This design comes from an exercise in tuning for small area, a short achievable clock period and few clock cycles on the open sky130 flow, not from production work.
The RTL was checked by simulation tests, not by an equivalence proof against the original design.
No activity file was given, so power comes from the tool's default toggle rates.

## flow/design.v (module list and top-level ports; edited modules follow where they fit)
// module mlp_layer_sequencer: 3510 lines
// module mlp_fa: 10 lines
// module mlp_fx: 12 lines
// module mlp_fy: 14 lines
// module mlp_x2: 3 lines
// module mlp_mj: 3 lines
// module mlp_nd: 3 lines
// module mlp_nr: 3 lines
// module mlp_mi: 3 lines
// module mlp_inv: 3 lines
// module mlp_ha: 9 lines
module mlp_layer_sequencer #(
    parameter int N_IN  = 784,
    parameter int N_OUT = 10,
    parameter int DW    = 32,
    parameter int FRAC  = 24,
    parameter int ACCW  = 74,
    parameter int RELU  = 1,
    localparam int c_iw = (N_IN > 1) ? $clog2(N_IN) : 1,
    localparam int c_ww = (N_IN * N_OUT > 1) ? $clog2(N_IN * N_OUT) : 1,
    localparam int c_ow = (N_OUT > 1) ? $clog2(N_OUT) : 1
) (
    input  logic            clk,
    input  logic            rst_n,
    input  logic            start,
    output logic            busy,
    output logic            done,
    output logic            sat,
    output logic            rd_en,
    output logic [c_iw-1:0] in_addr,
    output logic [c_ww-1:0] w_addr,
    output logic [c_ow-1:0] b_addr,
    input  logic [DW-1:0]   in_data,
    input  logic [DW-1:0]   w_data,
    input  logic [DW-1:0]   b_data,
    output logic            out_we,
    output logic [c_ow-1:0] out_addr,
    output logic [DW-1:0]   out_data
);
  // ...
==> flow/flow/run.sh <==
#!/bin/bash
# Layout flow: the standard ORFS flow, except that ports are buffered with
# plain buffers and the resizer may not use the delay cells.
set -euo pipefail
DLY="sky130_fd_sc_hd__clkdlybuf4s15_1 sky130_fd_sc_hd__clkdlybuf4s15_2 \
sky130_fd_sc_hd__clkdlybuf4s18_1 sky130_fd_sc_hd__clkdlybuf4s18_2 \
sky130_fd_sc_hd__clkdlybuf4s25_1 sky130_fd_sc_hd__clkdlybuf4s25_2 \
sky130_fd_sc_hd__clkdlybuf4s50_1 sky130_fd_sc_hd__clkdlybuf4s50_2 \
sky130_fd_sc_hd__dlygate4sd1_1 sky130_fd_sc_hd__dlygate4sd2_1 sky130_fd_sc_hd__dlygate4sd3_1 \
sky130_fd_sc_hd__dlymetal6s2s_1 sky130_fd_sc_hd__dlymetal6s4s_1 sky130_fd_sc_hd__dlymetal6s6s_1"
export DONT_USE_CELLS="$DLY"
export BUFFER_PORTS_ARGS="-buffer_cell sky130_fd_sc_hd__buf_2"
# Timing repair aims 7.6 ns below the clock period (the period itself is unchanged).
# Clock tree synthesis as in ORFS's cts.tcl, without dummy balancing loads and
# with larger sink clusters.
CTS="-sink_clustering_enable -repair_clock_nets -dont_use_dummy_load -sink_clustering_size 25 -sink_clustering_max_diameter 80"
bash standard.sh finish SETUP_SLACK_MARGIN=7.6 "CTS_ARGS=$CTS" > flow_make.log 2>&1
==> flow/standard.sh <==
#!/bin/bash
# synth_recipe.tcl (not shown) runs the flow's synth.tcl, then flattens the netlist and writes it again
# the make line also repeats each setting of config.mk as NAME=value (left out here)
make -C /OpenROAD-flow-scripts/flow DESIGN_CONFIG=/design/flow/config.mk WORK_HOME=/design/flow/orfs CLKGATE_MAP_FILE= SYNTH_SCRIPT=/design/flow/synth_recipe.tcl "${@:-finish}"
==> flow/config.mk <==
export PLATFORM = sky130hd
export DESIGN_NAME = mlp_layer_sequencer
export DESIGN_NICKNAME = mlp_layer_sequencer
export VERILOG_FILES = /design/flow/design.v
export SDC_FILE = /design/flow/constraint.sdc
export NUM_CORES = 4
export LEC_CHECK = 0
export CAP_MARGIN = 20
export CORE_MARGIN = 2
export CORE_UTILIZATION = 60
export SLEW_MARGIN = 20
export SYNTH_HIERARCHICAL = 1
==> flow/constraint.sdc <==
create_clock -name core_clock -period 11.0 [get_ports {clk}]
set_input_delay 2.2000 -clock core_clock [delete_from_list [all_inputs] [get_ports {clk}]]
set_output_delay 2.2000 -clock core_clock [all_outputs]
set_load 0.01 [all_outputs]
==> summary.md, run 1 <==
| Metric | Value |
|---|---|
| Layout cells sized above 1 | `0.148` |
| Cts repair resizes | `17` |
| Inserted Clock Buffers | `35` |
| Total track usage | `0.306` |
| Post-synth top cells | `dfxtp_1, xnor2_1, o22ai_1` |
| Critical Path Fanout Max | `2` |
| Buffers added on ports | `around 170` |
| Initial antenna violation count | `1` |
| Placed Cells | `4548` |
| Pwr Density | `310 nW/um^2` |
| Multi-input combinational cell area | `27400 um^2` |
| Most frequent cell after synthesis | `dfxtp_1` |
| Worst hold path type | `flop to flop` |
| Net switching power | `approximately 5.8 mW` |
| Peak per-stage delay on the critical path | `~0.42 ns` |
| Synth Area in Simple Gates | `0.0542` |
| Xor/xnor share of the synthesized area | `0.186` |
| WL per Instance | `around 23 um` |
| Switching Share | `0.434` |
| CP max-delay cell | `dfxtp_1` |
| Status | `finished clean` |
| Area grow syn2layout | `5.96%` |
| Synth area leaders | `dfxtp_1, fa_1, xnor2_1` |
| Reg area | `10900 um^2` |
| Worst-skew pair later-pin latency | `between 0.5 and 0.6 ns` |
| Largest registers | `r_c x74, r_s x74` |
| Row count | `95` |
| Mapped Area | `approximately 40000 um^2` |
| Reg2Reg Setup Slack | `between 7 and 8 ns` |
Testbench counts, summed over its fixed seeds: cycles 188,320.
==> run 2: changes to the inputs <==
--- a/flow/design.v
+++ b/flow/design.v
@@ -122,43 +122,39 @@
         b31_r <= b_data[31];
         neg_r <= neg_d;
         one_r <= one_d;
         two_r <= two_d;
     end
     logic [33:0] pp_0, pp_1, pp_2, pp_3, pp_4, pp_5, pp_6, pp_7,
                  pp_8, pp_9, pp_10, pp_11, pp_12, pp_13, pp_14, pp_15;
     logic [33:0] pp [16];
-    logic [31:0] an_l, an_h;
-    logic [15:0] onen_a, onen_b, twon_a, twon_b, negn_a, negn_b;
+    logic [31:0] an [4];
+    logic [15:0] onen [4], twon [4], negn [4];
     for (genvar g = 0; g < 32; g++) begin : g_ainv
-        mlp_inv u_l (.a(a_r[g]), .y(an_l[g]));
-        mlp_inv u_h (.a(a_r[g]), .y(an_h[g]));
+        for (genvar q = 0; q < 4; q++) begin : g_q
+            mlp_inv u_a (.a(a_r[g]), .y(an[q][g]));
+        end
     end
     for (genvar g = 0; g < 16; g++) begin : g_sinv
-        mlp_inv u_oa (.a(one_r[g]), .y(onen_a[g]));
-        mlp_inv u_ob (.a(one_r[g]), .y(onen_b[g]));
-        mlp_inv u_ta (.a(two_r[g]), .y(twon_a[g]));
-        mlp_inv u_tb (.a(two_r[g]), .y(twon_b[g]));
-        mlp_inv u_na (.a(neg_r[g]), .y(negn_a[g]));
-        mlp_inv u_nb (.a(neg_r[g]), .y(negn_b[g]));
+        for (genvar q = 0; q < 4; q++) begin : g_q
+            mlp_inv u_o (.a(one_r[g]), .y(onen[q][g]));
+            mlp_inv u_t (.a(two_r[g]), .y(twon[q][g]));
+            mlp_inv u_n (.a(neg_r[g]), .y(negn[q][g]));
+        end
     end
     always_comb begin
         for (int k = 0; k < 16; k++) begin
             logic [31:0] aa;
             logic [33:0] x1, x2;
-            aa = (k < 8) ? ~an_l : ~an_h;
+            aa = ~an[k / 4];
             x1 = {aa[31], aa[31], aa};
             x2 = {aa[31], aa, 1'b0};
-            for (int i = 0; i < 34; i++) begin
-                if (i < 17)
-                    pp[k][i] = ((x1[i] & ~onen_a[k]) | (x2[i] & ~twon_a[k])) ^ ~negn_a[k];
-                else
-                    pp[k][i] = ((x1[i] & ~onen_b[k]) | (x2[i] & ~twon_b[k])) ^ ~negn_b[k];
-            end
+            for (int i = 0; i < 34; i++)
+                pp[k][i] = ((x1[i] & ~onen[i / 9][k]) | (x2[i] & ~twon[i / 9][k])) ^ ~negn[i / 9][k];
         end
     end
     assign pp_0 = pp[0];   assign pp_1 = pp[1];   assign pp_2 = pp[2];   assign pp_3 = pp[3];
     assign pp_4 = pp[4];   assign pp_5 = pp[5];   assign pp_6 = pp[6];   assign pp_7 = pp[7];
     assign pp_8 = pp[8];   assign pp_9 = pp[9];   assign pp_10 = pp[10]; assign pp_11 = pp[11];
     assign pp_12 = pp[12]; assign pp_13 = pp[13]; assign pp_14 = pp[14]; assign pp_15 = pp[15];
     logic [73:0] r_s, r_c, srow, crow, s_nx, c_nx;
     logic [7:0] f3n;
==> run 2 against run 1 <==
Net effect: still clean; utilization fell by 0.46 points; sequential share of layout area up 0.18 points; power about the same; critical path depth is the same; clock skew up 0.016 ns; area after synthesis is 1.2% higher; count of clock-buffer cells in the layout shrank 4; clock power decreased by 7%; maximum frequency rose by 0.24%; routed wire length up 2.7%; flip-flop and latch count is the same; first-iteration DRC count grew 7.1%; critical endpoint is now out_data[17]; largest cell class unchanged.
==> summary.md, run 2 <==
| Metric | Value |
|---|---|
| Net switching power | `5.86 mW (+1.9%)` |
| Synth area leaders | `dfxtp_1, fa_1, xnor2_1` |
| Largest registers | `r_c x74, r_s x74` |
| Max-cap violations | `0` |
| Global-route wire length before repair | `169 mm` |
| Final Net Count | `between 4k and 5k` |
| Worst setup path class | `flop to output pin` |
| Final slew viol count | `0` |
| Mapped Area | `40800 um^2 (+1.2%)` |
| Commonest non-fill, non-tap cell in the layout | `xnor2_1` |
| Max Clock Skew | `0.0707 ns` |
| Worst-margin pin slew | `between 0.7 and 0.8 ns` |
| Yosys top cell area share | `0.267` |
| Flops & latches, synth | `roughly 540` |
| Peak per-stage delay on the critical path | `0.37 ns (-0.05 ns)` |
| Chip height | `between 200 and 300 um` |
| Reg2Reg Setup Slack | `7.66 ns (-0.02 ns)` |
| Fmax | `0.298 GHz` |
| Non-filler instance count after layout | `approximately 4.8k` |
| Initial antenna violation count | `1 (unchanged)` |
| Sequential share of the synthesized area | `0.267` |
| Status | `finished clean` |
| Pwr Density | `310 nW/um^2 (about the same)` |
| Crit-path cells | `buf_2` |
| Die W | `between 200 and 300 um` |
| Effective utilization at floorplan | `0.606` |
| DP HPWL | `91.0 mm` |
| Clock root cell | `clkbuf_16` |
| Row count | `95 (unchanged)` |
| Largest net degree at the start of global routing | `34` |
| DRT Pass-1 Iters | `5` |
| CTS H-tree depth | `1` |
| Cell count after synthesis | `3985` |
| Inserted Clock Buffers | `31 (-11%)` |
| Comb pwr share | `0.644` |
| Syn Area/Cell | `10.2 um^2` |
| Critical Path Fanout Max | `2 (unchanged)` |
| Endpoint arrival time on the critical path | `1.16 ns` |
| Clock network power share | `0.086` |
| Clock slew at reported path FFs | `~0.10 ns` |
| Die Area | `70100 um^2` |
| Worst-skew pair later-pin latency | `0.64 ns (+0.06 ns)` |
| RSZ-0062 raised after global routing | `true` |
| Gp weighted congestion | `approximately 0.95` |
| CTS tree | `done` |
| Leakage | `~18 nW` |
| Final Util | `0.635` |
| CP delay by family, top | `flip-flops` |
| Minimum clock period | `3.36 ns` |
| Post-synth top cells | `dfxtp_1, xnor2_1, o22ai_1` |
| Most frequent cell after synthesis | `dfxtp_1` |
| Setup crit end kind | `output pin` |
| Dominant cell type by area after synthesis | `dfxtp_1` |
| WL per Instance | `23.0 um (+0.54%)` |
| Layout cells sized above 1 | `0.129 (-0.0188)` |
| I/O pins | `about 170` |
| Setup Viol. Count Final | `0` |
| Total track usage | `0.313 (+0.00701)` |
| Buffers added on ports | `165 (unchanged)` |
| Period utilisation layout | `0.305` |
| Post-synth cell types | `between 50 and 60` |
| Post-synth ARST share | `0` |
| Final setup TNS | `0 ns` |
| Area grow syn2layout | `4.72%` |
| CP Data Required Time | `approximately 8.8 ns` |
| Setup crit start kind | `flop` |
| Hold Buf Count CTS | `0` |
| DR iter-0 viols | `roughly 2.5k` |
| Gr ovfl total | `0` |
| Net Count, Synth | `~4.7k` |
| Max clock buf depth | `3` |
| Routed via count | `roughly 28k` |
| Ys flop type | `dfxtp_1` |
| Number of fill cells | `approximately 5.4k` |
| Fin. Hold Viols | `0` |
| Slew HR | `0.479` |
| Vias in the first global route | `28.6k` |
| Final Power | `around 13 mW` |
| Max VDD drop | `between 0.15 and 0.2 mV` |
| Clock Sinks | `between 500 and 600` |
| Worst hold path type | `flop to flop` |
| Buf/Inv on CP | `1` |
| Post-synth EDFFs | `0` |
| Inserted Diodes | `0` |
| Via density | `~5.9` |
| Most frequent cells in the layout | `xnor2_1, o22ai_1, dfxtp_1, fa_1, inv_1` |
| Antenna Nets Post-Route | `0` |
| Placed Cells | `4707 (+3.5%)` |
| Flop pwr share | `0.270` |
| Core area | `67300 um^2` |
| CP max-delay cell | `dfxtp_4` |
| Synth warnings | `13` |
| Internal | `around 7.4 mW` |
| WL final | `between 100 and 150 mm` |
| DRC viols | `0` |
| Switching Share | `0.442 (+0.00813)` |
[run 2: cell types whose count changed in the layout (fill, tap and decap cells not counted), sizes merged, moves of 2 or more]
cell / before / now
a31o: 2 / 0
a21o: 15 / 13
inv: 203 / 377
a21oi: 50 / 55
clkbuf: 35 / 31
a31oi: 5 / 3
nand2: 39 / 41
clkinvlp: 15 / 0
buf: 251 / 198
[run 2: kinds of logic after synthesis]
group	synth area share
AO/OA/AOI/OAI	0.0968
XOR/XNOR	0.184
buffers and inverters	0.0643
AND/OR/NAND/NOR	0.0532
multiplexers	0.0176
flip-flops	0.267
other	0.0000920
adder cells (fa/ha/maj)	0.317
[run 2: worst paths after layout]
| check | to | from | cells past startpoint |
|---|---|---|---|
| min | last4 | last3 | 1 |
| max | out_data[17] | r_out[17] | 1 |
| min reg2reg | last4 | last3 | 1 |
| max reg2reg | ph0_r[55] | neg_r[11] | 6 |
[run 2: layout make-up]
cell class              instances  area (um^2)  area share
multi-input cells            2746        27400       0.641
flip-flops and latches        543        11000       0.257
inverters                     377         1420      0.0331
well taps                     873         1090      0.0256
repair buffers                198         1080      0.0253
clock buffers                  31          776      0.0182
[run 2: power groups by stage]
stage                     Combinational, mW  Sequential, mW  Clock (mW)
after floorplan                        6.34            3.34           0
after global placement                 8.11            3.59           0
after detailed placement               8.46            3.62           0
after CTS                              8.52            3.57        1.16
after global routing                   9.53            3.65        1.22
final                                  8.53            3.58        1.13
[run 2: Yosys stat by module, one instance, submodules excluded, a selection]
module	cell area (um^2)	copies in the design	cells	flip-flops and latches
mlp_fa	20.0	419	1	0
mlp_ha	12.5	104	1	0
mlp_inv	3.75	329	1	0
mlp_layer_sequencer	25800	1	2713	543
mlp_mj	11.3	140	1	0
mlp_x2	8.76	280	1	0
[run 2: metal layers]
metal	vias to the layer above	global-route usage	wire length, um
li1	12900	-	-
met1	14000	0.447	49300
met2	1124	0.498	49000
met3	194	0.0448	7370
met4	2	0.0909	3810
met5	-	0	13
[run 2: timing repair]
item,CTS,global route
setup buffers,19,11
resized for setup,70,15
setup endpoints to repair,58,16
pin swaps,2,5
[run 2: metrics by stage]
step	area (um^2)	hold WS [ns]	worst slack (ns)
2_1_floorplan	40800	0.376	8.03
3_3_place_gp	41500	0.423	7.57
3_5_place_dp	41500	0.423	7.55
4_1_cts	42600	0.447	7.56
5_1_grt	42700	0.465	7.56
6_report	42700	0.448	7.64
Testbench counts of run 2, summed over its fixed seeds: cycles 188,320.

what the ideal ports hide:
No port has a modelled driver above. Below, the same layouts with a new extraction and two added sets of constraints. Step 1 assumes that a clkbuf_16 drives the clock port and a buf_2 every other input. Step 2 also shifts input and output timing later by t, the mid clock arrival at the registers, as if the neighbouring blocks saw the same clock. a / b / c = ideal ports / drivers / drivers and shift; a / b = the first two.
| run | shift t [ns] | slack for setup (ns) | worst hold slack (ns) |
|---|---|---|---|
| run 1 | 0.617 | 7.632 / 7.567 / 7.682 | 0.386 / 0.386 / 0.386 |
| run 2 | 0.679 | 7.640 / 7.571 / 7.657 | 0.448 / 0.448 / 0.448 |
After both steps every run listed still meets setup and hold.
